From an optimization exercise on the open Yosys and OpenROAD flow, aimed at small area, a short achievable clock period and few clock cycles per item; shortcuts taken in it are not production practice.
Only simulation tests tie the RTL to the original design; equivalence was not proved.

==> flow/design.v (outline; a module is shown in full before it is edited, if it fits) <==
// module iir_round_sat: 29 lines
// module iir_allpole: 5477 lines
// module iir_fa: 10 lines
// module iir_nand2: 7 lines
// module iir_nor2: 7 lines
// module iir_aoi21: 8 lines
// module iir_oai21: 8 lines
// module iir_ha: 9 lines
module iir_allpole
#(
    parameter int N    = 10,
    parameter int W    = 16,
    parameter int FRAC = 14
) (
    input  logic                clock,
    input  logic                reset,
    input  logic signed [W-1:0] in_data,
    input  logic                in_valid,
    output logic                in_ready,
    input  logic [N-1:0][W-1:0] coef,
    output logic signed [W-1:0] out_data,
    output logic                out_valid,
    input  logic                out_ready,
    output logic                busy,
    output logic                ovf
);
  // ...
==> flow/run.sh <==
#!/bin/bash
# synth_recipe.tcl (not shown) runs the flow's synth.tcl, then flattens the netlist and writes it again
# the make line also repeats each setting of config.mk as NAME=value (left out here)
make -C /OpenROAD-flow-scripts/flow DESIGN_CONFIG=/design/flow/config.mk WORK_HOME=/design/flow/orfs CLKGATE_MAP_FILE= SYNTH_SCRIPT=/design/flow/synth_recipe.tcl finish
==> flow/config.mk <==
export PLATFORM = sky130hd
export DESIGN_NAME = iir_allpole
export DESIGN_NICKNAME = iir_allpole
export VERILOG_FILES = /design/flow/design.v
export SDC_FILE = /design/flow/constraint.sdc
export NUM_CORES = 4
export LEC_CHECK = 0
export ABC_AREA = 1
export CAP_MARGIN = 20
export CORE_MARGIN = 2
export CORE_UTILIZATION = 70
export SETUP_SLACK_MARGIN = 5
export SLEW_MARGIN = 20
export SYNTH_HIERARCHICAL = 1
==> flow/constraint.sdc <==
create_clock -name core_clock -period 11.0 [get_ports {clock}]
set_input_delay 2.2000 -clock core_clock [delete_from_list [all_inputs] [get_ports {clock}]]
set_output_delay 2.2000 -clock core_clock [all_outputs]
set_load 0.01 [all_outputs]
==> run notes, run 1 <==
Post-Syn Area=73900 um2; CP Data Arrival Time=between 6000 and 7000 ps; Synth Warn #=7; simple-gate share of the synthesized area=8.79%; Max-cap violations=0; multi-input combinational area share=between 70% and 80%; status=no timing/DRC/antenna violations; Root Driver=clkbuf_16; Final #Nets=between 9000 and 10000; first-pass GRT wire length=about 420 mm; metal3 WL=40.2 mm; top post-synthesis cells by area=fa_1 38%, dfxtp_1 15%, xor2_1 14%; gpl congestion=roughly 1.1; Synth Area in Adders=about 41%; Final Instance Area=roughly 78000 um2; Clock-cell share=2.96%; chip width=between 300 and 400 um; Seq. cell area=approximately 11000 um2; Final WS setup=approximately 5000 ps; met3 Usage GRT=20.3%; Hold Crit Class=reg2reg; via count=around 63000; crit-path max FO=80; final instance count without filler cells=approximately 8900; Largest cell class=multi-input gates; crit path to=pc0_q[19]$_DFF_P_; area occupied by multi-input gates=58600 um2; comb_multi_in=6040; met1 usage=roughly three fifths; CP endpoint kind=flip-flop; cell taking the most area after synthesis=fa_1; gr busiest metal=met2; max reg flops=240; top cell type's share of synthesized area=between 30% and 40%; crit path from=sel0_q[0]$_SDFF_PP1_; cell family with most CP delay=adder cells; most frequent cell after synthesis=fa_1
Testbench counts, summed over its fixed seeds: cycles 3,192, items 3,072.
==> inputs of run 2 (changes only) <==
==> flow/flow/run.sh (new file) <==
#!/bin/bash
# The standard layout with two changes: the port buffers are the smallest
# plain buffer (buf_1) instead of the delay buffer buffer_ports picks by
# default, and timing repair aims 5.0 ns below the clock period. make's output,
# which includes every tool's, goes to layout.log here; ORFS also keeps each
# step's log under orfs/logs.
set -euo pipefail
bash standard.sh "BUFFER_PORTS_ARGS=-buffer_cell sky130_fd_sc_hd__buf_1" SETUP_SLACK_MARGIN=5.0 finish > layout.log 2>&1
==> flow/standard.sh (new file) <==
#!/bin/bash
# synth_recipe.tcl (not shown) runs the flow's synth.tcl, then flattens the netlist and writes it again
# the make line also repeats each setting of config.mk as NAME=value (left out here)
make -C /OpenROAD-flow-scripts/flow DESIGN_CONFIG=/design/flow/config.mk WORK_HOME=/design/flow/orfs CLKGATE_MAP_FILE= SYNTH_SCRIPT=/design/flow/synth_recipe.tcl "${@:-finish}"
--- a/flow/config.mk
+++ b/flow/config.mk
@@ -8,7 +8,6 @@
 export ABC_AREA = 1
 export CAP_MARGIN = 20
 export CORE_MARGIN = 2
-export CORE_UTILIZATION = 70
-export SETUP_SLACK_MARGIN = 5
+export CORE_UTILIZATION = 60
 export SLEW_MARGIN = 20
 export SYNTH_HIERARCHICAL = 1
removed: flow/run.sh
==> run notes, run 2 <==
Tcrit/Tclk final=54.2% (was 54.8%); CTS clk-pin slew, worst paths=70 ps (about the same); syn_area_per_cell=9.67 um2 (unchanged); Crit Path Class=reg2reg (unchanged); layout cell share with drive strength beyond 1=6.78% (was 6.58%); Hold Vio Cnt, Final=0 (unchanged); Post-Syn Area=73900 um2 (unchanged); Initial DRT Pass Iterations=8 (was 9); Final #Nets=9163 (was 9154); cell taking the most area after synthesis=fa_1 (unchanged); first-pass GRT wire length=410 mm (was 418 mm); register area share after synthesis=15.2% (unchanged); ys async rst share=0% (unchanged); P&R area growth vs syn=4.88% (was 5.73%); gr usage total=45.1% (was 53.5%); Post-Synthesis Cells=7642 (unchanged); number of top-level pins=200 (unchanged); status=no timing/DRC/antenna violations (unchanged); most frequent cells in the layout=1387 x fa_1, 1199 x o22ai_1, 1160 x xor2_1 (was 1388 x fa_1, 1200 x o22ai_1, 1161 x xor2_1); Buf+Inv Stages, Crit Path=1 (unchanged); initial antenna violation count=14 (was 10); top post-synthesis cells by area=fa_1 38%, dfxtp_1 15%, xor2_1 14% (unchanged); FF-to-FF End=pc0_q[18]$_DFF_P_ (was pc0_q[19]$_DFF_P_); top cell type's share of synthesized area=37.6% (unchanged); fin. max-slew vios=0 (unchanged); vias per std cell=6.57 (was 7.11); FF-to-FF Start=sel0_q[0]$_SDFF_PP1_ (unchanged); Initial Util=60.6% (was 70.4%); CTS tree=yes (unchanged); Core Rows=128 (was 119); Unique masters post-synth=34 (unchanged); clk sinks=563 (unchanged); vias in the first global route=61700 (was 65200); most frequent cell after synthesis=fa_1 (unchanged); Synth Warn #=7 (unchanged); CP dominant cell by count=fa_1 (unchanged); Die ar.=126000 um2 (was 108000 um2); cts bufs inserted=71 (was 67); crit path to=pc0_q[18]$_DFF_P_ (was pc0_q[19]$_DFF_P_); height of the die=355 um (was 329 um); Max-cap violations=0 (unchanged); Clock Path Buffers=3 (unchanged); Skew-Pair Late Insertion Delay=710 ps (was 680 ps); CP max stage delay=620 ps (was 570 ps); crit-path max FO=65 (was 80); final design utilization=63.5% (was 74.5%); Final ANT Viol Nets=0 (unchanged); Synth top cells by count=1389 x fa_1, 1200 x o22ai_1, 1162 x xor2_1, 899 x nand2_1, 563 x dfxtp_1 (unchanged); endpoints failing setup=0 (unchanged); top flop regs=enc_q x240, hist_q x160, pc1_q x35 (unchanged); Yosys reg bits=563 (unchanged); post-route minimum period=5960 ps (was 6030 ps); CP Cell Sequence=buf_12, nand2_1, nand3_4, xor2_1, o22ai_1, fa_1, fa_1, fa_1, fa_1, fa_1, fa_1, fa_1, fa_1 (was buf_8, nand2_1, nand3_2, xor2_1, o22ai_1, fa_1, fa_1, fa_1, fa_1, fa_1, fa_1, fa_1, fa_1); slowest CP cell=fa_1 (unchanged); global route overflow=0 (unchanged); CP endpoint kind=flip-flop (unchanged); setup_tns=0 ps (unchanged); hold_buf cts=0 (unchanged); Hold Crit Class=reg2reg (unchanged); via count=59900 (was 63000); clk_skew=31.1 ps (was 36.7 ps); largest net degree at the start of global routing=90 (was 104); Initial DRC Count=6185 (was 8538); Synth Flop Type=dfxtp_1 (unchanged); DRC errors left=0 (unchanged); R2R depth=13 (unchanged); core area=122000 um2 (was 105000 um2); most common cell after layout, fill and taps aside=fa_1 (unchanged); Rel. slew slack=31.9% (was 40.4%); Worst R2R Setup Slack=5040 ps (was 4970 ps); Port Buffers=199 (unchanged); WP data required=11560 ps (was 11530 ps); RSZ-0062 raised after global routing=false (unchanged); crit path from=sel0_q[0]$_SDFF_PP1_ (unchanged); DRT Wirelength=283 mm (was 289 mm); WL/cell=31.1 um (was 32.6 um); post-DP HPWL=245 mm (was 239 mm); worst slew pin tran=1010 ps (was 894 ps); Largest Register=enc_q (unchanged); Levels on crit path=13 (unchanged); CP Data Arrival Time=6510 ps (was 6560 ps); cell family with most CP delay=adder cells (unchanged); gpl congestion=1.12 (was 1.08); H-tree depth=3 (unchanged); max reg flops=240 (unchanged); FILL cells=10200 (was 7016); chip width=355 um (was 329 um); Root Driver=clkbuf_16 (unchanged); crit path launch type=flip-flop (unchanged); Post-synth EDFFs=0 (unchanged); Max Clock Freq=168 MHz (was 166 MHz)
==> run 2: metrics by stage <==
stage / setup WS, ps / cells / hold slack, ps / area (um2)
2_1_floorplan: 5840 / 7643 / 453 / 73900
3_3_place_gp: 4030 / 8968 / 477 / 74600
3_5_place_dp: 4090 / 8968 / 484 / 74600
4_1_cts: 5000 / 9101 / 502 / 77200
5_1_grt: 5000 / 9104 / 525 / 77500
6_report: 5040 / 9110 / 500 / 77500
==> run 2: routing by layer <==
layer / routed length (um) / global-route usage, % / up-vias / share of wire [%]
met5: 73 / 0 / - / 0.026
met4: 25600 / 32.6 / 12 / 9.0
met3: 31500 / 12.8 / 1125 / 11
met2: 130000 / 71.8 / 3786 / 46
met1: 96300 / 52.2 / 30000 / 34
li1: - / - / 25000 / -
==> run 2: worst min path at each step <==
stage	startpoint	slack (ps)	cells past startpoint	endpoint
after floorplan	ovfh_q[0]$_SDFFE_PP0P_	450	2	ovfh_q[1]$_SDFFE_PP0P_
after global placement	hist_q[148]$_SDFFE_PP0P_	480	2	hist_q[148]$_SDFFE_PP0P_
after detailed placement	hist_q[149]$_SDFFE_PP0P_	480	2	hist_q[149]$_SDFFE_PP0P_
after CTS	hist_q[149]$_SDFFE_PP0P_	500	2	hist_q[149]$_SDFFE_PP0P_
after global routing	ovfh_q[1]$_SDFFE_PP0P_	520	2	ovfh_q[2]$_SDFFE_PP0P_
final	hist_q[147]$_SDFFE_PP0P_	500	2	hist_q[147]$_SDFFE_PP0P_
==> run 2: what timing repair did <==
action,4_1_cts,5_1_grt
endpoints found under the setup margin,74,56
hold endpoints to repair,0,0
gates resized for setup,30,51
buffers inserted,2,2
==> run 2: per-module statistics from Yosys (local to each module, per instance) <==
| module | copies in the design | area (um2) |
|---|---|---|
| iir_ha | 79 | 12.5 |
| iir_oai21 | 73 | 5.00 |
| iir_nor2 | 54 | 3.75 |
| iir_aoi21 | 53 | 8.76 |
| iir_allpole | 1 | 43800 |
| iir_nand2 | 76 | 3.75 |
| iir_fa | 1387 | 20.0 |
==> run 2: cell families after synthesis <==
| group | Yosys count | synth area share [%] |
|---|---|---|
| buf+inv | 1040 | 5.67 |
| other cells | 1 | 0.00507 |
| xor+xnor | 1309 | 15.5 |
| compound gates | 1751 | 14.2 |
| flops | 563 | 15.2 |
| simple gates | 1415 | 8.79 |
| fa+ha+maj | 1563 | 40.6 |
==> run 2: area by class of cell <==
| cell class | instances | area [um2] | area share, % |
|---|---|---|---|
| Inverter | 524 | 2000 | 2.57 |
| Antenna cell | 7 | 17.5 | 0.0226 |
| Timing Repair Buffer | 220 | 1010 | 1.31 |
| Tap cell | 1625 | 2030 | 2.62 |
| Clock inverter | 35 | 410 | 0.529 |
| Multi-Input combinational cell | 6040 | 58700 | 75.7 |
| Sequential cell | 563 | 11300 | 14.6 |
| Clock buffer | 96 | 2040 | 2.63 |
==> run 2: worst min-delay path: cells and delay by family, from the launching register on <==
kind | cells | cell delay, ps
AOI/OAI and AO/OA | 1 | 70
and+or+nand+nor | 1 | 80
DFF | 1 | 320
==> inputs of run 3 (changes only) <==
==> flow/flow/run.sh (replaced) <==
#!/bin/bash
# The standard layout with two changes: the port buffers are the smallest
# plain buffer (buf_1) instead of the delay buffer buffer_ports picks by
# default, and timing repair aims 5.4 ns below the clock period. make's output,
# which includes every tool's, goes to layout.log here; ORFS also keeps each
# step's log under orfs/logs.
set -euo pipefail
bash standard.sh "BUFFER_PORTS_ARGS=-buffer_cell sky130_fd_sc_hd__buf_1" SETUP_SLACK_MARGIN=5.4 finish > layout.log 2>&1
==> run notes, run 3 <==
CP Data Arrival Time=6110 ps (was 6510 ps); WP data required=11550 ps (was 11560 ps); CP endpoint kind=flip-flop (unchanged); layout cell share with drive strength beyond 1=9.57% (was 6.78%); Skew-Pair Late Insertion Delay=710 ps (about the same); DRC errors left=0 (unchanged); Final ANT Viol Nets=0 (unchanged); core area=122000 um2 (unchanged); Rel. slew slack=31.9% (about the same); Initial DRT Pass Iterations=8 (unchanged); CP dominant cell by count=fa_1 (unchanged); crit-path max FO=40 (was 65); P&R area growth vs syn=7.82% (was 4.88%); Root Driver=clkbuf_16 (unchanged); Max Clock Freq=180 MHz (was 168 MHz); gpl congestion=1.12 (unchanged); FILL cells=9981 (was 10200); Post-synth EDFFs=0 (unchanged); Synth top cells by count=1389 x fa_1, 1200 x o22ai_1, 1162 x xor2_1, 899 x nand2_1, 563 x dfxtp_1 (unchanged); Max-cap violations=0 (unchanged); number of top-level pins=200 (unchanged); hold_buf cts=0 (unchanged); Synth Flop Type=dfxtp_1 (unchanged); H-tree depth=3 (unchanged); DRT Wirelength=289 mm (was 283 mm); Post-Synthesis Cells=7642 (unchanged); Post-Syn Area=73900 um2 (unchanged); Hold Crit Class=reg2reg (unchanged); status=no timing/DRC/antenna violations (unchanged); most frequent cells in the layout=1372 x fa_1, 1196 x o22ai_1, 1153 x xor2_1 (was 1387 x fa_1, 1199 x o22ai_1, 1160 x xor2_1); CP Cell Sequence=buf_16, nand2_1, nand3_2, xor2_1, o22ai_1, fa_1, fa_1, fa_1, fa_1, fa_1, fa_1, fa_1, fa_2 (was buf_12, nand2_1, nand3_4, xor2_1, o22ai_1, fa_1, fa_1, fa_1, fa_1, fa_1, fa_1, fa_1, fa_1); Hold Vio Cnt, Final=0 (unchanged); chip width=355 um (unchanged); first-pass GRT wire length=414 mm (was 410 mm); crit path launch type=flip-flop (unchanged); height of the die=355 um (unchanged); top post-synthesis cells by area=fa_1 38%, dfxtp_1 15%, xor2_1 14% (unchanged); highest metal used=met5 (unchanged); clk_skew=34.3 ps (was 31.1 ps); Cells after DPL=8968 (unchanged); Core Rows=128 (unchanged); clk sinks=563 (unchanged); WL/cell=31.1 um (about the same); Tcrit/Tclk final=50.6% (was 54.2%); WL met2=132 mm (was 130 mm); cts bufs inserted=71 (unchanged); RSZ-0062 raised after global routing=true (was false); Clock Path Buffers=3 (unchanged); setup_tns=0 ps (unchanged); Die ar.=126000 um2 (unchanged); Synth Warn #=7 (unchanged); Placed Area=74600 um2 (unchanged); final instance count without filler cells=9278 (was 9110); via count=61100 (was 59900); cell taking the most area after synthesis=fa_1 (unchanged); Final Instance Area=79700 um2 (was 77500 um2); largest net degree at the start of global routing=91 (was 90); post-route minimum period=5570 ps (was 5960 ps); most common cell after layout, fill and taps aside=fa_1 (unchanged); initial antenna violation count=13 (was 14); Initial DRC Count=6833 (was 6185); CTS clk-pin slew, worst paths=60 ps (was 70 ps); Largest Register=enc_q (unchanged); Crit Path Class=reg2reg (unchanged); Final #Nets=9334 (was 9163); gr usage total=45.5% (was 45.1%); ys async rst share=0% (unchanged); Port Buffers=199 (unchanged); global route overflow=0 (unchanged); CP max stage delay=540 ps (was 620 ps); top cell type's share of synthesized area=37.6% (unchanged); metal3 WL=33.6 mm (was 31.5 mm); vias in the first global route=62400 (was 61700); fin. max-slew vios=0 (unchanged); most frequent cell after synthesis=fa_1 (unchanged); worst slew pin tran=1010 ps (about the same); register area share after synthesis=15.2% (unchanged); CTS tree=yes (unchanged); top flop regs=enc_q x240, hist_q x160, pc1_q x35 (unchanged); vias per std cell=6.58 (was 6.57); post-DP HPWL=245 mm (unchanged); slowest CP cell=fa_1 (unchanged); Yosys reg bits=563 (unchanged); Unique masters post-synth=34 (unchanged); Met1 Routed Length=97.3 mm (was 96.3 mm); syn_area_per_cell=9.67 um2 (unchanged); max reg flops=240 (unchanged); endpoints failing setup=0 (unchanged); Initial Util=60.6% (unchanged)
-- run 3: changes by cell type in the layout (fill, tap and decap cells not counted), moves of 8 or more --
cell	before	now
buf_4	12	160
nand3_2	57	13
nand3_4	24	68
fa_1	1387	1372
fa_2	2	17
buf_12	4	16
dfxtp_1	543	534
dfxtp_4	3	11
-- run 3: per-stage QoR --
stage	hold slack (ps)	setup slack [ps]	util [%]
floorplan	453	5840	-
global placement	477	4030	61.1
detailed placement	484	4090	61.1
CTS	502	5400	64.0
global route	525	5360	65.3
finish	502	5430	65.3
-- run 3: what timing repair did --
action / in CTS / in global routing
gates cloned: 4 / 6
pin swaps: 8 / 37
hold endpoints to repair: 0 / 0
gates resized for setup: 124 / 88
setup buffers: 23 / 142
endpoints found under the setup margin: 95 / 58
-- run 3: per-module statistics from Yosys (local to each module, per instance) --
module       area (um2)  cells  times used  flip-flops and latches
iir_ha             12.5      1          79                       0
iir_allpole       43800   5920           1                     563
iir_oai21          5.00      1          73                       0
iir_nand2          3.75      1          76                       0
iir_fa             20.0      1        1387                       0
iir_nor2           3.75      1          54                       0
iir_aoi21          8.76      1          53                       0
-- run 3: layer usage --
layer / vias up / GRT usage [%]
met1: 30400 / 52.9
li1: 25300 / -
met3: 1168 / 12.7
met5: - / 0
met4: 16 / 32.2
met2: 4141 / 72.8
-- run 3: cell type report --
cell class / instances / area (um2) / share of cell area, %
clock buffer: 96 / 2040 / 2.56
timing repair inverter: 2 / 20.0 / 0.0251
tap: 1625 / 2030 / 2.55
antenna: 4 / 10.0 / 0.0126
multi-input combinational: 6040 / 59300 / 74.4
clock inverter: 35 / 410 / 0.515
inverter: 524 / 2000 / 2.50
sequential: 563 / 11300 / 14.2
timing repair buffer: 389 / 2570 / 3.23
-- run 3: path summary, 6_finish.rpt --
check | start | end | slack (ps) | cells past startpoint
worst min register to register | hist_q[150]$_SDFFE_PP0P_ | hist_q[150]$_SDFFE_PP0P_ | 500 | 2
worst max-delay path | sel0_q[1]$_SDFF_PP0_ | pc0_q[16]$_DFF_P_ | 5430 | 13
worst min-delay path | hist_q[150]$_SDFFE_PP0P_ | hist_q[150]$_SDFFE_PP0P_ | 500 | 2
worst max register to register | sel0_q[1]$_SDFF_PP0_ | pc0_q[16]$_DFF_P_ | 5430 | 13
-- run 3: cell families (layout without fill, tap and decap cells) --
group,count (synthesis),count (layout),synth area share (%)
xor+xnor,1309,1309,15.5
buf+inv,1040,1046,5.67
fa+ha+maj,1563,1563,40.6
compound gates,1751,1751,14.2
flops,563,563,15.2
simple gates,1415,1415,8.79
other cells,1,6,0.00507
-- run 3: critical path, delay by kind of cell (launching register included) --
kind / cells / cell delay, ps
XOR/XNOR: 1 / 290
buffers and inverters: 1 / 210
AO/OA/AOI/OAI: 1 / 240
AND/OR/NAND/NOR: 2 / 440
flip-flops: 1 / 410
adder cells (fa/ha/maj): 8 / 3820
==> inputs of run 4 (changes only) <==
==> flow/flow/run.sh (replaced) <==
#!/bin/bash
# The standard layout with two changes: the port buffers are the smallest
# plain buffer (buf_1) instead of the delay buffer buffer_ports picks by
# default, and timing repair aims 5.7 ns below the clock period. make's output,
# which includes every tool's, goes to layout.log here; ORFS also keeps each
# step's log under orfs/logs.
set -euo pipefail
bash standard.sh "BUFFER_PORTS_ARGS=-buffer_cell sky130_fd_sc_hd__buf_1" SETUP_SLACK_MARGIN=5.7 finish > layout.log 2>&1
--- a/flow/config.mk
+++ b/flow/config.mk
@@ -9,5 +9,6 @@
 export CAP_MARGIN = 20
 export CORE_MARGIN = 2
 export CORE_UTILIZATION = 60
+export CTS_BUF_LIST = sky130_fd_sc_hd__clkbuf_4 sky130_fd_sc_hd__clkbuf_8
 export SLEW_MARGIN = 20
 export SYNTH_HIERARCHICAL = 1
==> run notes, run 4 <==
WL/cell=31.5 um (was 31.1 um); Max Clock Freq=176 MHz (was 180 MHz); DRT Wirelength=299 mm (was 289 mm); Initial DRT Pass Iterations=8 (unchanged); Tcrit/Tclk final=51.7% (was 50.6%); DRC errors left=0 (unchanged); Synth Area in Compound Gates=14.2% (unchanged); most frequent cells in the layout=1243 x fa_1, 1137 x o22ai_1, 1013 x xor2_1 (was 1372 x fa_1, 1196 x o22ai_1, 1153 x xor2_1); Synth Area in Adders=40.6% (unchanged); Synth top cells by count=1389 x fa_1, 1200 x o22ai_1, 1162 x xor2_1, 899 x nand2_1, 563 x dfxtp_1 (unchanged); height of the die=355 um (unchanged); Rel. slew slack=22.5% (was 31.9%); WP data required=11740 ps (was 11550 ps); Final ANT Viol Nets=0 (unchanged); crit-path max FO=16 (was 40); post-route minimum period=5690 ps (was 5570 ps); Hold Vio Cnt, Final=0 (unchanged); layout cell share with drive strength beyond 1=17.4% (was 9.57%); simple-gate share of the synthesized area=8.79% (unchanged); Clock Path Buffers=3 (unchanged); Max-cap violations=0 (unchanged); CTS clk-pin slew, worst paths=60 ps (about the same); CP Data Arrival Time=6430 ps (was 6110 ps); ys async rst share=0% (unchanged); chip width=355 um (unchanged); clk sinks=563 (unchanged); Port Buffers=199 (unchanged); Die ar.=126000 um2 (unchanged); Unique masters post-synth=34 (unchanged); vias per std cell=6.59 (was 6.58); initial antenna violation count=15 (was 13); vias in the first global route=63500 (was 62400); most frequent cell after synthesis=fa_1 (unchanged); gr usage total=46.5% (was 45.5%); CP endpoint kind=flip-flop (unchanged); clk_skew=96.0 ps (was 34.3 ps); fin. max-slew vios=0 (unchanged); largest family of logic cells by synthesized area=adder cells (unchanged); Synth Warn #=7 (unchanged); post-DP HPWL=245 mm (unchanged); via count=62600 (was 61100); Post-Syn Area=73900 um2 (unchanged); Post-Synthesis Cells=7642 (unchanged); mux cell area share after synthesis=0% (unchanged); status=no timing/DRC/antenna violations (unchanged); worst slew pin tran=1150 ps (was 1010 ps); Hold Crit Class=reg2reg (unchanged); Met1 Routed Length=99.2 mm (was 97.3 mm); core area=122000 um2 (unchanged); global route overflow=0 (unchanged); Core Rows=128 (unchanged); top post-synthesis cells by area=fa_1 38%, dfxtp_1 15%, xor2_1 14% (unchanged); cts bufs inserted=102 (was 71); top cell type's share of synthesized area=37.6% (unchanged); crit path launch type=flip-flop (unchanged); Skew-Pair Late Insertion Delay=910 ps (was 710 ps); highest metal used=met5 (unchanged); cell taking the most area after synthesis=fa_1 (unchanged); H-tree depth=3 (unchanged); Post-synth EDFFs=0 (unchanged); Initial Util=60.6% (unchanged); largest net degree at the start of global routing=84 (was 91); Final #Nets=9528 (was 9334); CTS tree=yes (unchanged); metal3 WL=35.6 mm (was 33.6 mm); max reg flops=240 (unchanged); Crit Path Class=reg2reg (unchanged); endpoints failing setup=0 (unchanged); Final Instance Area=84100 um2 (was 79700 um2); register area share after synthesis=15.2% (unchanged); XOR/XNOR Fraction of Synth Area=15.5% (unchanged); Worst R2R Setup Slack=5310 ps (was 5430 ps); Root Driver=clkbuf_8 (was clkbuf_16); Initial DRC Count=7164 (was 6833); Synth Flop Type=dfxtp_1 (unchanged); Yosys reg bits=563 (unchanged); P&R area growth vs syn=13.8% (was 7.82%); Largest Register=enc_q (unchanged); Placed Area=74600 um2 (unchanged); top flop regs=enc_q x240, hist_q x160, pc1_q x35 (unchanged); gpl congestion=1.12 (unchanged); syn_area_per_cell=9.67 um2 (unchanged); number of top-level pins=200 (unchanged); RSZ-0062 raised after global routing=true (unchanged); WL met2=135 mm (was 132 mm); setup_tns=0 ps (unchanged); first-pass GRT wire length=423 mm (was 414 mm); most common cell after layout, fill and taps aside=fa_1 (unchanged); hold_buf cts=0 (unchanged)
==> run 4: changes by cell type in the layout (fill, tap and decap cells not counted), sizes merged <==
cell / before / now
buf: 385 / 538
bufbuf: 0 / 4
bufinv: 5 / 11
clkbuf: 100 / 163
clkinv: 16 / 17
clkinvlp: 6 / 3
diode: 4 / 10
inv: 534 / 528
nand2: 995 / 996
==> run 4: area by class of cell <==
class / instances / area (um2)
fillers: 9385 / 37900
flip-flops and latches: 563 / 11400
repair buffers: 551 / 4380
clock buffers: 154 / 1940
multi-input cells: 6041 / 61800
well taps: 1625 / 2030
diodes: 10 / 25.0
clock inverters: 33 / 499
repair inverters: 2 / 17.5
inverters: 524 / 2000
==> run 4: per-module statistics from Yosys (local to each module, per instance) <==
module,cell area (um2),cells,copies in the design,flops+latches
iir_oai21,5.00,1,73,0
iir_aoi21,8.76,1,53,0
iir_fa,20.0,1,1387,0
iir_allpole,43800,5920,1,563
iir_nor2,3.75,1,54,0
iir_nand2,3.75,1,76,0
iir_ha,12.5,1,79,0
==> run 4: repair_timing <==
action                     CTS  global route
setup endpoints to repair  112            80
gates resized for setup    321           408
pin swaps                  100           157
setup buffers              114           196
cloned                      18            10
==> run 4: worst paths after layout <==
path,start,to,cells past startpoint
max reg2reg,sel0_q[0]$_SDFF_PP1_,pc0_q[17]$_DFF_P_,13
max,sel0_q[0]$_SDFF_PP1_,pc0_q[17]$_DFF_P_,13
min reg2reg,hist_q[157]$_SDFFE_PP0P_,hist_q[157]$_SDFFE_PP0P_,2
min,hist_q[157]$_SDFFE_PP0P_,hist_q[157]$_SDFFE_PP0P_,2
==> run 4: per-layer routing <==
metal / vias to the layer above / track usage (%)
li1: 25600 / -
met1: 31100 / 53.6
met2: 4507 / 73.7
met3: 1382 / 13.6
met4: 6 / 34.9
met5: - / 0
==> run 4: cell families (layout without fill, tap and decap cells) <==
| logic type | Yosys count | after routing |
|---|---|---|
| and+or+nand+nor | 1415 | 1416 |
| buffers and inverters | 1040 | 1264 |
| DFF | 563 | 563 |
| xor gates and xnor gates | 1309 | 1309 |
| other | 1 | 12 |
| AOI/OAI and AO/OA | 1751 | 1751 |
| adders and majority gates | 1563 | 1563 |
==> run 4: critical path, cell delays in order, from the launching register on <==
cell,delay (ps)
dfxtp_4,410
bufbuf_16,320
nand2_1,110
nand3_4,210
xor2_4,260
o21ai_2,340
fa_1,530
fa_2,520
fa_1,430
fa_1,530
fa_1,440
fa_1,430
fa_2,550
fa_1,450
==> run 4: per-stage QoR <==
stage	setup WS, ps	hold WS (ps)	utilization, %	instances
5_1_grt	5290	532	68.9	9497
6_report	5310	505	68.9	9503
4_1_cts	5550	502	65.6	9287
3_3_place_gp	4030	477	61.1	8968
2_1_floorplan	5840	453	-	7643
3_5_place_dp	4090	484	61.1	8968
==> inputs of run 5 (changes only) <==
--- a/flow/config.mk
+++ b/flow/config.mk
@@ -9,6 +9,5 @@
 export CAP_MARGIN = 20
 export CORE_MARGIN = 2
 export CORE_UTILIZATION = 60
-export CTS_BUF_LIST = sky130_fd_sc_hd__clkbuf_4 sky130_fd_sc_hd__clkbuf_8
 export SLEW_MARGIN = 20
 export SYNTH_HIERARCHICAL = 1
==> run notes, run 5 <==
status=no timing/DRC/antenna violations (unchanged); Hold Vio Cnt, Final=0 (unchanged); post-route minimum period=5530 ps (was 5690 ps); largest family of logic cells by synthesized area=adder cells (unchanged); Initial Util=60.6% (unchanged); gr usage total=46.8% (was 46.5%); via count=62500 (was 62600); clk sinks=563 (unchanged); Core Rows=128 (unchanged); global route overflow=0 (unchanged); Synth Flop Type=dfxtp_1 (unchanged); CP Data Arrival Time=6090 ps (was 6430 ps); initial antenna violation count=11 (was 15); top cell type's share of synthesized area=37.6% (unchanged); Post-Syn Area=73900 um2 (unchanged); core area=122000 um2 (unchanged); Placed Area=74600 um2 (unchanged); Largest Register=enc_q (unchanged); cell taking the most area after synthesis=fa_1 (unchanged); final design utilization=69.5% (was 68.9%); largest net degree at the start of global routing=84 (unchanged); endpoints failing setup=0 (unchanged); Cells after DPL=8968 (unchanged); most frequent cell after synthesis=fa_1 (unchanged); clk_skew=39.4 ps (was 96.0 ps); FF-to-FF Start=sel0_q[1]$_SDFF_PP0_ (was sel0_q[0]$_SDFF_PP1_); FF-to-FF End=pc0_q[18]$_DFF_P_ (was pc0_q[17]$_DFF_P_); WL/cell=31.8 um (was 31.5 um); CTS clk-pin slew, worst paths=60 ps (about the same); crit-path max FO=10 (was 16); number of top-level pins=200 (unchanged); Worst R2R Setup Slack=5470 ps (was 5310 ps); Final ANT Viol Nets=0 (unchanged); gpl congestion=1.12 (unchanged); vias in the first global route=63900 (was 63500); vias per std cell=6.63 (was 6.59); Post-synth EDFFs=0 (unchanged); WP data required=11570 ps (was 11740 ps); max reg flops=240 (unchanged); cts bufs inserted=71 (was 102); final instance count without filler cells=9426 (was 9503); DRC errors left=0 (unchanged); P&R area growth vs syn=14.7% (was 13.8%); crit path launch type=flip-flop (unchanged); worst slew pin tran=998 ps (was 1150 ps); RSZ-0062 raised after global routing=true (unchanged); Final Instance Area=84800 um2 (was 84100 um2); Max Clock Freq=181 MHz (was 176 MHz); hold wc startpoint=hist_q[149]$_SDFFE_PP0P_ (was hist_q[157]$_SDFFE_PP0P_); first-pass GRT wire length=425 mm (was 423 mm); H-tree depth=3 (unchanged); CTS tree=yes (unchanged); Post-Synthesis Cells=7642 (unchanged); most common cell after layout, fill and taps aside=fa_1 (unchanged); Port Buffers=199 (unchanged); Hold Worst Slack=503 ps (was 505 ps); Synth Area in Adders=40.6% (unchanged); Rel. slew slack=33.0% (was 22.5%); Die ar.=126000 um2 (unchanged); R2R depth=12 (was 13); Final #Nets=9481 (was 9528); Initial DRT Pass Iterations=8 (unchanged); layout cell share with drive strength beyond 1=18.0% (was 17.4%); Root Driver=clkbuf_16 (was clkbuf_8); setup_tns=0 ps (unchanged); ys async rst share=0% (unchanged); Max-cap violations=0 (unchanged); Skew-Pair Late Insertion Delay=730 ps (was 910 ps); DRT Wirelength=300 mm (was 299 mm); Crit Path Class=reg2reg (unchanged); chip width=355 um (unchanged); Clock Path Buffers=3 (unchanged); CP endpoint kind=flip-flop (unchanged); Synth Warn #=7 (unchanged); Tcrit/Tclk final=50.2% (was 51.7%); register area share after synthesis=15.2% (unchanged); post-DP HPWL=245 mm (unchanged); Synth Area in Compound Gates=14.2% (unchanged); most frequent cells in the layout=1194 x fa_1, 1109 x o22ai_1, 976 x xor2_1 (was 1243 x fa_1, 1137 x o22ai_1, 1013 x xor2_1); Unique masters post-synth=34 (unchanged); top flop regs=enc_q x240, hist_q x160, pc1_q x35 (unchanged); fin. max-slew vios=0 (unchanged); Hold Crit Class=reg2reg (unchanged); syn_area_per_cell=9.67 um2 (unchanged); Synth top cells by count=1389 x fa_1, 1200 x o22ai_1, 1162 x xor2_1, 899 x nand2_1, 563 x dfxtp_1 (unchanged); hold path depth=2 (unchanged); XOR/XNOR Fraction of Synth Area=15.5% (unchanged); mux cell area share after synthesis=0% (unchanged); top post-synthesis cells by area=fa_1 38%, dfxtp_1 15%, xor2_1 14% (unchanged); Yosys reg bits=563 (unchanged); Initial DRC Count=7070 (was 7164); simple-gate share of the synthesized area=8.79% (unchanged); Worst Hold End=hist_q[149]$_SDFFE_PP0P_ (was hist_q[157]$_SDFFE_PP0P_); height of the die=355 um (unchanged)
run 5: cell counts after synthesis:
No cell type changed its count.
run 5: cell type report:
class                           count  area, um2
Antenna cell                        5       12.5
Clock buffer                       96       2040
Clock inverter                     35        410
Fill cell                        9235      37300
Inverter                          524       2000
Multi-Input combinational cell   6041      62500
Sequential cell                   563      11400
Tap cell                         1625       2030
Timing Repair Buffer              535       4350
Timing Repair inverter              2       17.5
run 5: metal layers:
layer	vias up	global-route usage [%]	routed length, um
met5	-	0	34
met4	6	35.0	28900
met3	1365	13.8	36300
met2	4365	74.3	136000
met1	31300	53.7	98600
li1	25500	-	-
run 5: worst max path at each step:
stage | startpoint | end | cells past startpoint
2_1_floorplan | out_ready | in_ready | 5
3_3_place_gp | enc_q[23]$_DFF_P_ | hist_q[0]$_SDFFE_PP0P_ | 22
3_5_place_dp | enc_q[23]$_DFF_P_ | hist_q[0]$_SDFFE_PP0P_ | 22
4_1_cts | pc1_q[14]$_DFF_P_ | hist_q[0]$_SDFFE_PP0P_ | 22
5_1_grt | sel0_q[1]$_SDFF_PP0_ | pc0_q[18]$_DFF_P_ | 14
6_report | sel0_q[1]$_SDFF_PP0_ | pc0_q[18]$_DFF_P_ | 12
run 5: through the flow:
step / setup slack (ps)
detailed placement: 4090
CTS: 5560
finish: 5470
global route: 5400
floorplan: 5840
global placement: 4030
run 5: worst max-delay path, cell delays in order, from the launching register on:
cell and delay, ps:
dfxtp_4 390, bufbuf_16 300, nand2_1 120, nand3_4 140, xor2_1 190, o22ai_1 590, fa_2 600, fa_1 560
fa_1 470, fa_1 550, fa_1 470, fa_1 560, fa_2 450
run 5: Yosys stat by module, one instance, submodules excluded:
| module | cell area (um2) | copies in the design |
|---|---|---|
| iir_ha | 12.5 | 79 |
| iir_oai21 | 5.00 | 73 |
| iir_aoi21 | 8.76 | 53 |
| iir_nand2 | 3.75 | 76 |
| iir_fa | 20.0 | 1387 |
| iir_allpole | 43800 | 1 |
| iir_nor2 | 3.75 | 54 |
run 5: what timing repair did:
action / in CTS / in global routing
buffers inserted: 142 / 151
pin swaps: 127 / 117
gates resized for setup: 406 / 456
setup endpoints to repair: 112 / 76
cloned: 20 / 9
hold buffers: 0 / 0
run 5: cell families (layout without fill, tap and decap cells):
| logic type | count (synthesis) | after routing |
|---|---|---|
| AO/OA/AOI/OAI | 1751 | 1751 |
| flip-flops | 563 | 563 |
| other | 1 | 7 |
| AND/OR/NAND/NOR | 1415 | 1416 |
| adder cells (fa/ha/maj) | 1563 | 1563 |
| XOR/XNOR | 1309 | 1309 |
| buffers and inverters | 1040 | 1192 |
==> inputs of run 6 (changes only) <==
==> flow/flow/run.sh (replaced) <==
#!/bin/bash
# The standard layout with two changes: the port buffers are the smallest
# plain buffer (buf_1) instead of the delay buffer buffer_ports picks by
# default, and timing repair aims 5.3 ns below the clock period. make's output,
# which includes every tool's, goes to layout.log here; ORFS also keeps each
# step's log under orfs/logs.
set -euo pipefail
bash standard.sh "BUFFER_PORTS_ARGS=-buffer_cell sky130_fd_sc_hd__buf_1" SETUP_SLACK_MARGIN=5.3 finish > layout.log 2>&1
==> run notes, run 6 <==
Crit Path Class=reg2reg (unchanged); hold_buf cts=0 (unchanged); number of top-level pins=200 (unchanged); Hold Worst Slack=500 ps (was 503 ps); via count=60400 (was 62500); global route overflow=0 (unchanged); most frequent cell after synthesis=fa_1 (unchanged); status=no timing/DRC/antenna violations (unchanged); Cells after DPL=8968 (unchanged); RSZ-0062 raised after global routing=false (was true); endpoints failing setup=0 (unchanged); clk sinks=563 (unchanged); WL/cell=31.3 um (was 31.8 um); Die ar.=126000 um2 (unchanged); register area share after synthesis=15.2% (unchanged); first-pass GRT wire length=413 mm (was 425 mm); most common cell after layout, fill and taps aside=fa_1 (unchanged); gr usage total=45.3% (was 46.8%); cell taking the most area after synthesis=fa_1 (unchanged); Hold Crit Class=reg2reg (unchanged); max reg flops=240 (unchanged); Port Buffers=199 (unchanged); core area=122000 um2 (unchanged); Clock Path Buffers=3 (unchanged); Core Rows=128 (unchanged); post-route minimum period=5700 ps (was 5530 ps); hold path depth=2 (unchanged); CP Data Arrival Time=6230 ps (was 6090 ps); crit-path max FO=40 (was 10); chip width=355 um (unchanged); Synth Warn #=7 (unchanged); Post-synth EDFFs=0 (unchanged); clk_skew=32.0 ps (was 39.4 ps); Largest Register=enc_q (unchanged); gpl congestion=1.12 (unchanged); CTS tree=yes (unchanged); Synth top cells by count=1389 x fa_1, 1200 x o22ai_1, 1162 x xor2_1, 899 x nand2_1, 563 x dfxtp_1 (unchanged); DRT Wirelength=287 mm (was 300 mm); Synth Flop Type=dfxtp_1 (unchanged); initial antenna violation count=11 (unchanged); Initial DRT Pass Iterations=9 (was 8); P&R area growth vs syn=6.50% (was 14.7%); Initial DRC Count=6272 (was 7070); Synth Area in Compound Gates=14.2% (unchanged); Final Instance Area=78700 um2 (was 84800 um2); CP endpoint kind=flip-flop (unchanged); Max-cap violations=0 (unchanged); WP data required=11530 ps (was 11570 ps); setup_tns=0 ps (unchanged); hold wc startpoint=hist_q[147]$_SDFFE_PP0P_ (was hist_q[149]$_SDFFE_PP0P_); Placed Area=74600 um2 (unchanged); fin. max-slew vios=0 (unchanged); Final #Nets=9239 (was 9481); crit path launch type=flip-flop (unchanged); ys async rst share=0% (unchanged); largest family of logic cells by synthesized area=adder cells (unchanged); Final ANT Viol Nets=0 (unchanged); vias per std cell=6.58 (was 6.63); simple-gate share of the synthesized area=8.79% (unchanged); Synth Area in Adders=40.6% (unchanged); Root Driver=clkbuf_16 (unchanged); Yosys reg bits=563 (unchanged); largest net degree at the start of global routing=91 (was 84); layout cell share with drive strength beyond 1=8.08% (was 18.0%); top cell type's share of synthesized area=37.6% (unchanged); crit path from=sel0_q[2]$_SDFF_PP0_ (was sel0_q[1]$_SDFF_PP0_); Initial Util=60.6% (unchanged); R2R depth=13 (was 12); DRC errors left=0 (unchanged); Skew-Pair Late Insertion Delay=720 ps (was 730 ps); final instance count without filler cells=9182 (was 9426); vias in the first global route=62100 (was 63900); syn_area_per_cell=9.67 um2 (unchanged); Rel. slew slack=36.1% (was 33.0%); top flop regs=enc_q x240, hist_q x160, pc1_q x35 (unchanged); most frequent cells in the layout=1381 x fa_1, 1198 x o22ai_1, 1159 x xor2_1 (was 1194 x fa_1, 1109 x o22ai_1, 976 x xor2_1); post-DP HPWL=245 mm (unchanged); cts bufs inserted=71 (unchanged); XOR/XNOR Fraction of Synth Area=15.5% (unchanged); worst slew pin tran=949 ps (was 998 ps); H-tree depth=3 (unchanged); height of the die=355 um (unchanged); Unique masters post-synth=34 (unchanged); Post-Synthesis Cells=7642 (unchanged); FF-to-FF Start=sel0_q[2]$_SDFF_PP0_ (was sel0_q[1]$_SDFF_PP0_); Post-Syn Area=73900 um2 (unchanged); Max Clock Freq=176 MHz (was 181 MHz); CTS clk-pin slew, worst paths=60 ps (about the same); Tcrit/Tclk final=51.8% (was 50.2%); mux cell area share after synthesis=0% (unchanged); Hold Vio Cnt, Final=0 (unchanged); top post-synthesis cells by area=fa_1 38%, dfxtp_1 15%, xor2_1 14% (unchanged)
-- run 6: cell counts after synthesis --
Identical to the previous run, type by type.
-- run 6: modules after synthesis, one instance, submodules excluded --
module | cells inside | copies in the design | area [um2] | flip-flops and latches
iir_aoi21 | 1 | 53 | 8.76 | 0
iir_ha | 1 | 79 | 12.5 | 0
iir_nor2 | 1 | 54 | 3.75 | 0
iir_fa | 1 | 1387 | 20.0 | 0
iir_nand2 | 1 | 76 | 3.75 | 0
iir_allpole | 5920 | 1 | 43800 | 563
iir_oai21 | 1 | 73 | 5.00 | 0
-- run 6: timing repair --
item	CTS	global route
endpoints found under the setup margin	86	54
setup buffers	11	62
gates resized for setup	86	88
gates cloned	2	5
pin swaps	3	25
-- run 6: path summary, 6_finish.rpt --
path                                                 end  slack, ps
worst max-delay path                   ps0_q[19]$_DFF_P_       5300
worst min-delay path            hist_q[147]$_SDFFE_PP0P_        500
worst max register to register         ps0_q[19]$_DFF_P_       5300
worst min register to register  hist_q[147]$_SDFFE_PP0P_        500
-- run 6: area by class of cell --
class | instances | area (um2)
Multi-Input combinational cell | 6040 | 59100
Fill cell | 10100 | 43300
Sequential cell | 563 | 11300
Clock buffer | 96 | 2040
Tap cell | 1625 | 2030
Inverter | 524 | 2000
Timing Repair Buffer | 295 | 1760
Clock inverter | 35 | 410
Timing Repair inverter | 1 | 8.76
Antenna cell | 3 | 7.51
-- run 6: routing by layer --
| layer | wire length [um] | GRT usage, % | vias to the layer above |
|---|---|---|---|
| li1 | - | - | 25100 |
| met1 | 97600 | 52.6 | 30300 |
| met2 | 131000 | 72.3 | 3843 |
| met3 | 32400 | 12.7 | 1172 |
| met4 | 26100 | 32.5 | 12 |
| met5 | 82 | 0 | - |
-- run 6: critical path: stages, from the launching register on --
cell,delay [ps]
dfxtp_4,430
buf_16,230
nand2_1,120
nand3_4,280
xor2_1,300
o22ai_1,150
fa_2,560
fa_1,520
fa_1,500
fa_1,540
fa_1,450
fa_1,430
fa_1,490
fa_1,470
-- run 6: cells by family (layout without fill, tap and decap cells) --
logic type,Yosys count,in the layout
DFF,563,563
and+or+nand+nor,1415,1415
adders and majority gates,1563,1563
AOI/OAI and AO/OA,1751,1751
buffers and inverters,1040,951
xor gates and xnor gates,1309,1309
other,1,5
-- run 6: metrics by stage --
stage	util [%]	worst slack, ps
after floorplan	-	5840
after global placement	61.1	4030
after detailed placement	61.1	4090
after CTS	63.6	5300
after global routing	64.5	5280
final	64.5	5300
==> inputs of run 7 (changes only) <==
==> flow/flow/run.sh (replaced) <==
#!/bin/bash
# The standard layout with two changes: the port buffers are the smallest
# plain buffer (buf_1) instead of the delay buffer buffer_ports picks by
# default, and timing repair aims 5.5 ns below the clock period. make's output,
# which includes every tool's, goes to layout.log here; ORFS also keeps each
# step's log under orfs/logs.
set -euo pipefail
bash standard.sh "BUFFER_PORTS_ARGS=-buffer_cell sky130_fd_sc_hd__buf_1" SETUP_SLACK_MARGIN=5.5 finish > layout.log 2>&1
==> run notes, run 7 <==
max reg flops=240 (unchanged); most common cell after layout, fill and taps aside=fa_1 (unchanged); top flop regs=enc_q x240, hist_q x160, pc1_q x35 (unchanged); Hold Vio Cnt, Final=0 (unchanged); WP data required=11550 ps (was 11530 ps); most frequent cell after synthesis=fa_1 (unchanged); Post-Syn Area=73900 um2 (unchanged); crit-path max FO=10 (was 40); CP Cell Sequence=buf_12, clkbuf_16, nand2_1, nand3_4, xor2_1, o22ai_1, fa_1, fa_1, fa_1, fa_1, fa_1, fa_1, fa_1, fa_2 (was buf_16, nand2_1, nand3_4, xor2_1, o22ai_1, fa_2, fa_1, fa_1, fa_1, fa_1, fa_1, fa_1, fa_1); fin. max-slew vios=0 (unchanged); DRC errors left=0 (unchanged); Root Driver=clkbuf_16 (unchanged); Port Buffers=199 (unchanged); Crit Path Class=reg2reg (unchanged); Buf+Inv Stages, Crit Path=2 (was 1); gpl congestion=1.12 (unchanged); Unique masters post-synth=34 (unchanged); top post-synthesis cells by area=fa_1 38%, dfxtp_1 15%, xor2_1 14% (unchanged); gr usage total=45.9% (was 45.3%); layout cell share with drive strength beyond 1=11.8% (was 8.08%); CTS tree=yes (unchanged); first-pass GRT wire length=418 mm (was 413 mm); Initial DRT Pass Iterations=8 (was 9); core area=122000 um2 (unchanged); CP endpoint kind=flip-flop (unchanged); vias per std cell=6.60 (was 6.58); Synth Warn #=7 (unchanged); post-DP HPWL=245 mm (unchanged); Post-Synthesis Cells=7642 (unchanged); P&R area growth vs syn=9.71% (was 6.50%); Max Clock Freq=179 MHz (was 176 MHz); setup_tns=0 ps (unchanged); Synth top cells by count=1389 x fa_1, 1200 x o22ai_1, 1162 x xor2_1, 899 x nand2_1, 563 x dfxtp_1 (unchanged); Initial DRC Count=6533 (was 6272); CTS clk-pin slew, worst paths=60 ps (about the same); cts bufs inserted=71 (unchanged); Final #Nets=9374 (was 9239); via count=61500 (was 60400); ys async rst share=0% (unchanged); post-route minimum period=5590 ps (was 5700 ps); Post-synth EDFFs=0 (unchanged); CP Data Arrival Time=6150 ps (was 6230 ps); Synth Flop Type=dfxtp_1 (unchanged); largest net degree at the start of global routing=92 (was 91); Skew-Pair Late Insertion Delay=710 ps (was 720 ps); chip width=355 um (unchanged); Hold Crit Class=reg2reg (unchanged); hold_buf cts=0 (unchanged); worst slew pin tran=1030 ps (was 949 ps); FILL cells=9772 (was 10100); clk_skew=33.1 ps (was 32.0 ps); Tcrit/Tclk final=50.8% (was 51.8%); crit path launch type=flip-flop (unchanged); WL/cell=31.5 um (was 31.3 um); CP max stage delay=580 ps (was 560 ps); H-tree depth=3 (unchanged); Final ANT Viol Nets=0 (unchanged); Initial Util=60.6% (unchanged); Yosys reg bits=563 (unchanged); status=no timing/DRC/antenna violations (unchanged); height of the die=355 um (unchanged); register area share after synthesis=15.2% (unchanged); CP dominant cell by count=fa_1 (unchanged); DRT Wirelength=294 mm (was 287 mm); Core Rows=128 (unchanged); syn_area_per_cell=9.67 um2 (unchanged); vias in the first global route=62900 (was 62100); Rel. slew slack=30.6% (was 36.1%); cell taking the most area after synthesis=fa_1 (unchanged); final design utilization=66.5% (was 64.5%); slowest CP cell=fa_1 (was fa_2); Die ar.=126000 um2 (unchanged); number of top-level pins=200 (unchanged); Max-cap violations=0 (unchanged); RSZ-0062 raised after global routing=true (was false); Largest Register=enc_q (unchanged); cell family with most CP delay=adder cells (unchanged); endpoints failing setup=0 (unchanged); initial antenna violation count=13 (was 11); clk sinks=563 (unchanged); most frequent cells in the layout=1330 x fa_1, 1169 x o22ai_1, 1100 x xor2_1 (was 1381 x fa_1, 1198 x o22ai_1, 1159 x xor2_1); top cell type's share of synthesized area=37.6% (unchanged); global route overflow=0 (unchanged); Clock Path Buffers=3 (unchanged)
==> run 7: cell counts after synthesis <==
No cell type changed its count.
==> run 7: what timing repair did <==
| action | CTS | global route |
|---|---|---|
| resized for setup | 187 | 176 |
| pin swaps | 49 | 58 |
| cloned | 8 | 16 |
| setup endpoints to repair | 103 | 67 |
| setup buffers | 85 | 106 |
| endpoints found under the hold margin | 0 | 0 |
==> run 7: cells by family (layout without fill, tap and decap cells) <==
group                      count (synthesis)  after routing  synth area share (%)
buffers and inverters                   1040           1086                  5.67
xor gates and xnor gates                1309           1309                  15.5
adders and majority gates               1563           1563                  40.6
AOI/OAI and AO/OA                       1751           1751                  14.2
DFF                                      563            563                  15.2
and+or+nand+nor                         1415           1415                  8.79
other                                      1              7               0.00507
==> run 7: per-stage QoR <==
stage	hold slack (ps)	cell area (um2)	worst slack [ps]	std cells
2_1_floorplan	453	73900	5840	7643
3_3_place_gp	477	74600	4030	8968
3_5_place_dp	484	74600	4090	8968
4_1_cts	502	79000	5470	9192
5_1_grt	524	81100	5350	9315
6_report	502	81100	5410	9319
==> run 7: final timing paths <==
path | start | slack (ps) | endpoint | cells past startpoint
setup / recovery | sel0_q[2]$_SDFF_PP0_ | 5410 | pc0_q[18]$_DFF_P_ | 14
hold / removal | hist_q[150]$_SDFFE_PP0P_ | 500 | hist_q[150]$_SDFFE_PP0P_ | 2
setup reg to reg | sel0_q[2]$_SDFF_PP0_ | 5410 | pc0_q[18]$_DFF_P_ | 14
hold reg to reg | hist_q[150]$_SDFFE_PP0P_ | 500 | hist_q[150]$_SDFFE_PP0P_ | 2
==> run 7: tightest hold or removal path, stage by stage, from the launching register on <==
cell and delay (ps):
dfxtp_1 320, o21ai_0 70, nor2_1 70
==> run 7: final cells by class <==
class / instances / area, um2 / area share, %
diodes: 5 / 12.5 / 0.0154
clock buffers: 96 / 2040 / 2.52
clock inverters: 35 / 410 / 0.506
inverters: 524 / 2000 / 2.46
multi-input cells: 6040 / 60000 / 74.0
flip-flops and latches: 563 / 11300 / 14.0
well taps: 1625 / 2030 / 2.51
repair buffers: 429 / 3190 / 3.94
repair inverters: 2 / 17.5 / 0.0216
==> run 7: Yosys stat by module (local to each module, per instance) <==
module | cell area [um2] | flip-flops and latches
iir_ha | 12.5 | 0
iir_nor2 | 3.75 | 0
iir_oai21 | 5.00 | 0
iir_aoi21 | 8.76 | 0
iir_fa | 20.0 | 0
iir_nand2 | 3.75 | 0
iir_allpole | 43800 | 563
==> run 7: metal layers <==
layer / wire length, um / share of wire (%) / track usage [%]
met4: 27400 / 9.3 / 33.6
met5: 268 / 0.091 / 0
met2: 133000 / 45 / 73.0
met3: 35700 / 12 / 13.5
met1: 97000 / 33 / 53.0

[port drivers added, routing unchanged]
No port has a modelled driver above. Below, the same layouts with a new extraction and two added sets of constraints. Step 1, drivers: a clkbuf_16 drives clock and a buf_2 each remaining input, both assumed. Step 2 times the ports against the registers' clock, not the clock port: input delays grow and output delays shrink by t, the midpoint of the rising clock arrivals with the driver on. Three values: ideal ports, drivers, drivers and shift; two values: the first two.
| run | t, ns | slack for setup (ns) | worst setup path after step 2 |
|---|---|---|---|
| run 1 | 0.750 | 4.971 / 4.971 / 4.971 | register to register |
| run 2 | 0.780 | 5.040 / 5.040 / 5.040 | register to register |
| run 3 | 0.780 | 5.434 / 5.434 / 5.434 | register to register |
| run 4 | 0.953 | 5.309 / 5.309 / 5.309 | register to register |
| run 5 | 0.789 | 5.473 / 5.473 / 5.473 | register to register |
| run 6 | 0.782 | 5.304 / 5.304 / 5.304 | register to register |
| run 7 | 0.774 | 5.408 / 5.408 / 5.408 | register to register |
After both steps every run listed still meets setup and hold.
